Background: an optimization exercise with open tools, aiming at small area and a short achievable clock period. Do not read the settings as production practice.
At most, simulation tests tie the RTL to the original design; equivalence was not proved.
The flow treats the clock pin as an ideal source. Dropping or thinning the clock tree relies on that and would not hold on a real chip.
Power figures rest on the tool's default switching activity, not on a simulated workload.

v22:
// mem_link_responder
module mem_link_responder #(
  parameter int DEPTH = 16
) (
  input  logic              clk_i,
  input  logic              reset_n_i,
  input  logic [LINK_W-1:0] mem_fwd_link_i,
  output logic [LINK_W-1:0] mem_fwd_link_o,
  output logic [LINK_W-1:0] mem_rev_link_o
);
clock: 5.2 ns
lec_check: 0
abc_clock_period_in_ps: 2000
cap_margin: 20
core_margin: 2
core_utilization: 40
place_density: 0.7
setup_slack_margin: 3.3
slew_margin: 20
tns_end_percent: 10
buffer_ports_args: -buffer_cell sky130_fd_sc_hd__buf_2
cts_args: -sink_clustering_enable -repair_clock_nets -sink_clustering_size 30 -sink_clustering_max_diameter 100 -dont_use_dummy_load
pre_cts_tcl: /design/flow/flow/noroot_cts.tcl
standard.sh (not shown) runs the stock make flow with config.mk's settings and CLKGATE_MAP_FILE= SYNTH_SCRIPT=/design/flow/synth_recipe.tcl, a recipe that flattens the netlist after the stock synthesis.
==> flow/flow/run.sh <==
#!/bin/bash
# Own flow: the standard layout (standard.sh, standard synthesis) with
# these changes to how the layout is made:
#  - the ports are buffered with buf_2 cells (the default picks a slow delay
#    cell for them);
#  - CTS clusters up to 30 sinks per leaf buffer and inserts no dummy loads;
set -euo pipefail
cat >> config.mk <<EOC
export BUFFER_PORTS_ARGS = -buffer_cell sky130_fd_sc_hd__buf_2
export CTS_ARGS = -sink_clustering_enable -repair_clock_nets -sink_clustering_size 30 -sink_clustering_max_diameter 100 -dont_use_dummy_load
export PRE_CTS_TCL = $PWD/flow/noroot_cts.tcl
EOC
bash standard.sh > flow_make.log 2>&1
==> flow/flow/noroot_cts.tcl <==
rename clock_tree_synthesis my_tritoncts

proc my_is_clkbuf {inst} {
  return [string match "sky130_fd_sc_hd__clkbuf_*" [[$inst getMaster] getName]]
}

proc my_out_net {inst} {
  foreach it [$inst getITerms] {
    if {[$it isOutputSignal]} { return [$it getNet] }
  }
  return "NULL"
}

proc my_loads {net} {
  set loads {}
  foreach it [$net getITerms] {
    if {[$it isInputSignal]} { lappend loads $it }
  }
  return $loads
}

proc my_drop_root_buffer {} {
  set block [ord::get_db_block]
  set clk [$block findNet clk_i]
  set loads [my_loads $clk]
  if {[llength $loads] != 1} { return }
  set root [[lindex $loads 0] getInst]
  if {![my_is_clkbuf $root]} { return }
  set rnet [my_out_net $root]
  set sub [my_loads $rnet]
  if {[llength $sub] > 4} { return }
  foreach s $sub {
    if {![my_is_clkbuf [$s getInst]]} { return }
  }
  foreach s $sub {
    $s disconnect
    $s connect $clk
  }
  foreach o [$root getITerms] { $o disconnect }
  odb::dbInst_destroy $root
  odb::dbNet_destroy $rnet
  puts "my_drop_root_buffer: clk_i now drives [llength $sub] clock buffers"
}

proc clock_tree_synthesis {args} {
  my_tritoncts {*}$args
  my_drop_root_buffer
}
Relative to v22, the following input files were edited for v41:
- changing SETUP_SLACK_MARGIN from 3.3 to 3.4
- removing PLACE_DENSITY (formerly 0.7)
Findings:
Looking at fraction of layout instances using a drive strength above 1, v41 sits 1.6 points higher than v22 does.
Compared with v22, v41 shows a post-layout worst setup margin that is 0.022 ns higher.
Looking at top achievable clock speed across both flows, v41 is the stronger of the two, with v22 trailing.
Cell count: v41 higher than v22
Weighted congestion at the end of routability-driven global placement: v22 and v41 compared, higher one is v22
v41: clock period minus worst slack 0.022 ns below v22
Compared v41 vs v22, and ratio of routed vias to standard cells is down in v41.
As far as number of routed nets with antenna violations goes, v22 and v41 are indistinguishable; the numbers are identical.
--- input diff v41..v5 ---
- PLACE_DENSITY now 0.5, previously not set
- SETUP_SLACK_MARGIN now 3.3, was 3.4
## What came out
- The flow did not stop early for v5: all stages ran, and the layout cleared the timing, DRC and antenna checks.
- For the met2 track demand over resource, v5 came in 1.7 points higher than v41 did.
- Summary of v5 over v41: cell count of the worst reg-to-reg path shows a reduction of 3, finished layout cell area shows a reduction of about 1.1%.
- When v5 is set beside v41, its fraction of layout cells with a size suffix above 1 turns out to be 1.3 points smaller.
- Capture point of the worst path: mem_rev_link_o[7] -> v41, mem_rev_link_o[6] -> v5
- Measured against each other, v5 and v41 differ in antenna diode instance count, the higher figure coming from v41.
- Between v5 and v41, the clock network area share does not differ in any meaningful way.
- The total internal power on v41 is in line with that on v5.
- In v5, the all-layer global routing usage came out 1.3 points above the value in v41.
- The minimum period implied by the final worst setup slack in v5 sits 0.011 ns above the value recorded for v41.
- Delta(wire length of the first global-routing pass, v5 - v41) > 0
Modified inputs, v53 compared to v5
- clearing PLACE_DENSITY, which used to be 0.5
Notes after the runs:
v53 vs. v5: total power closely matched the old numbers; routed metal-1 wire length decreased by about 10% relative to the old numbers; utilization decreased by 0.23 points relative to the old numbers; post-layout instance area decreased by about 0.5% relative to the old numbers. v5 -> v53: clock sink count delta 0, exact match. v53 ends up with lower area growth from synthesis to layout than v5 does.

========
Setup of JK:
mem_link_responder, a different RTL version from the one above (not shown whole).
Size: about 3700 cells after synthesis, ~1300 flip-flops, roughly 210 I/O pins.
clock: 5.2 ns
lec_check: 0
abc_clock_period_in_ps: 2000
cap_margin: 20
core_margin: 2
core_utilization: 40
setup_slack_margin: 3.3
slew_margin: 20
tns_end_percent: 10
buffer_ports_args: -buffer_cell sky130_fd_sc_hd__buf_2
cts_args: -sink_clustering_enable -repair_clock_nets -sink_clustering_size 30 -sink_clustering_max_diameter 100 -dont_use_dummy_load
pre_cts_tcl: /design/flow/flow/noroot_cts.tcl
Scripts as last shown in full above: flow/flow/run.sh, flow/flow/noroot_cts.tcl
What MS does differently from JK at the input level:
Settings: swapping 10 for 30 in TNS_END_PERCENT.
==> comparison <==
Cmp MS vs JK: final clock period utilization by the worst path lower in MS
JK has a higher number of antenna violations at the first check in global routing than MS.
Compared MS against JK; wire length of the first global-routing pass within noise.
[compare] base=JK new=MS: total power rose by about 0.6%, cell count along the critical path rose by 4.
JK has lower post-detailed-route wirelength per cell than MS.
Routed via count of MS exceeds that of JK slightly.
Function was not checked in any run of this note: the RTL went through the layout flow alone.

========
mem_link_responder, a different RTL version from the one above (not shown whole).
Size in the first run: roughly 1,300 flip-flops, roughly 210 I/O pins, ~0.041 sq mm of cells after synthesis.
Settings: LEC_CHECK=0, ABC_CLOCK_PERIOD_IN_PS=2000, CAP_MARGIN=20, CORE_MARGIN=2, CORE_UTILIZATION=40, SETUP_SLACK_MARGIN=3.3, SLEW_MARGIN=20, TNS_END_PERCENT=3, BUFFER_PORTS_ARGS=-buffer_cell sky130_fd_sc_hd__buf_2, CTS_ARGS=-sink_clustering_enable -repair_clock_nets -sink_clustering_size 30 -sink_clustering_max_diameter 100 -dont_use_dummy_load, PRE_CTS_TCL=/design/flow/flow/noroot_cts.tcl; clock period 5.2 ns.
Scripts as last shown in full above: flow/flow/run.sh, flow/flow/noroot_cts.tcl
Next try:
--- a/flow/config.mk
+++ b/flow/config.mk
@@ -11 +11 @@
-export CORE_UTILIZATION = 40
+export CORE_UTILIZATION = 55
@@ -14 +14 @@
-export TNS_END_PERCENT = 3
+export TNS_END_PERCENT = 10
Cell area went down slightly.
Worst setup slack is worse by 0.11 ns.
Die area went down by a quarter to a third.
Area after synthesis is unchanged.
Fmax went down by a few percent.
Hold slack is better by 0.026 ns.
Register-to-register slack is worse by 0.11 ns.
Cell count went down by a little under a tenth.
Total power is about the same.
Critical path depth went down by 1.
First-iteration DRC count went down by a few percent.
Next try:
--- a/flow/config.mk
+++ b/flow/config.mk
@@ -11 +11 @@
-export CORE_UTILIZATION = 55
+export CORE_UTILIZATION = 40
Wire length came out lower by 0.57%.
Setup slack gets better by 0.092 ns.
Die area grows by 37%.
Final area is higher by 1.7%.

## static timing again, ports no longer ideal
No port has a modelled driver above. Below, the same layouts with a new extraction and two added sets of constraints. Step 1 sets driving cells, clkbuf_16 on the clock port and buf_2 on the other inputs (assumed; they add their load-dependent delay and slew). Step 2 also shifts input and output timing later by t, the mid clock arrival at the registers, as if the neighbouring blocks saw the same clock. a / b / c = ideal / step 1 / step 2; a / b = the first two.
| run | t (ns) | setup WS [ns] | worst hold slack (ns) | worst setup path at the end | latest minus earliest clock arrival (ns) |
|---|---|---|---|---|---|
| v22 | 0.560 | 3.150 / 3.021 / 2.749 | 0.310 / 0.310 / 0.310 | input to register | 0.085 / 0.085 |
| v41 | 0.581 | 3.171 / 3.035 / 2.737 | 0.306 / 0.306 / 0.306 | input to register | 0.104 / 0.105 |
| v5 | 0.599 | 3.160 / 3.010 / 2.744 | 0.315 / 0.315 / 0.315 | input to register | 0.076 / 0.077 |
| v53 | 0.587 | 3.150 / 3.024 / 2.727 | 0.313 / 0.313 / 0.313 | input to register | 0.061 / 0.061 |
| JK | 0.577 | 3.009 / 2.958 / 2.500 | 0.324 / 0.324 / 0.324 | input to register | 0.052 / 0.051 |
| MS | 0.575 | 3.151 / 3.055 / 2.629 | 0.316 / 0.316 / 0.316 | input to register | 0.036 / 0.036 |
| the first run of note 3 | 0.587 | 3.146 / 3.021 / 2.646 | 0.322 / 0.322 / 0.322 | input to register | 0.049 / 0.049 |
| the second run of note 3 | 0.583 | 3.034 / 3.003 / 2.696 | 0.349 / 0.349 / 0.349 | input to register | 0.051 / 0.051 |
| the third run of note 3 | 0.579 | 3.125 / 2.990 / 2.703 | 0.303 / 0.303 / 0.303 | input to register | 0.093 / 0.094 |
After both steps every run listed still meets setup and hold. For MS, which loses most, drivers alone change the setup slack by -0.096 ns; drivers and shift together by -0.522 ns.
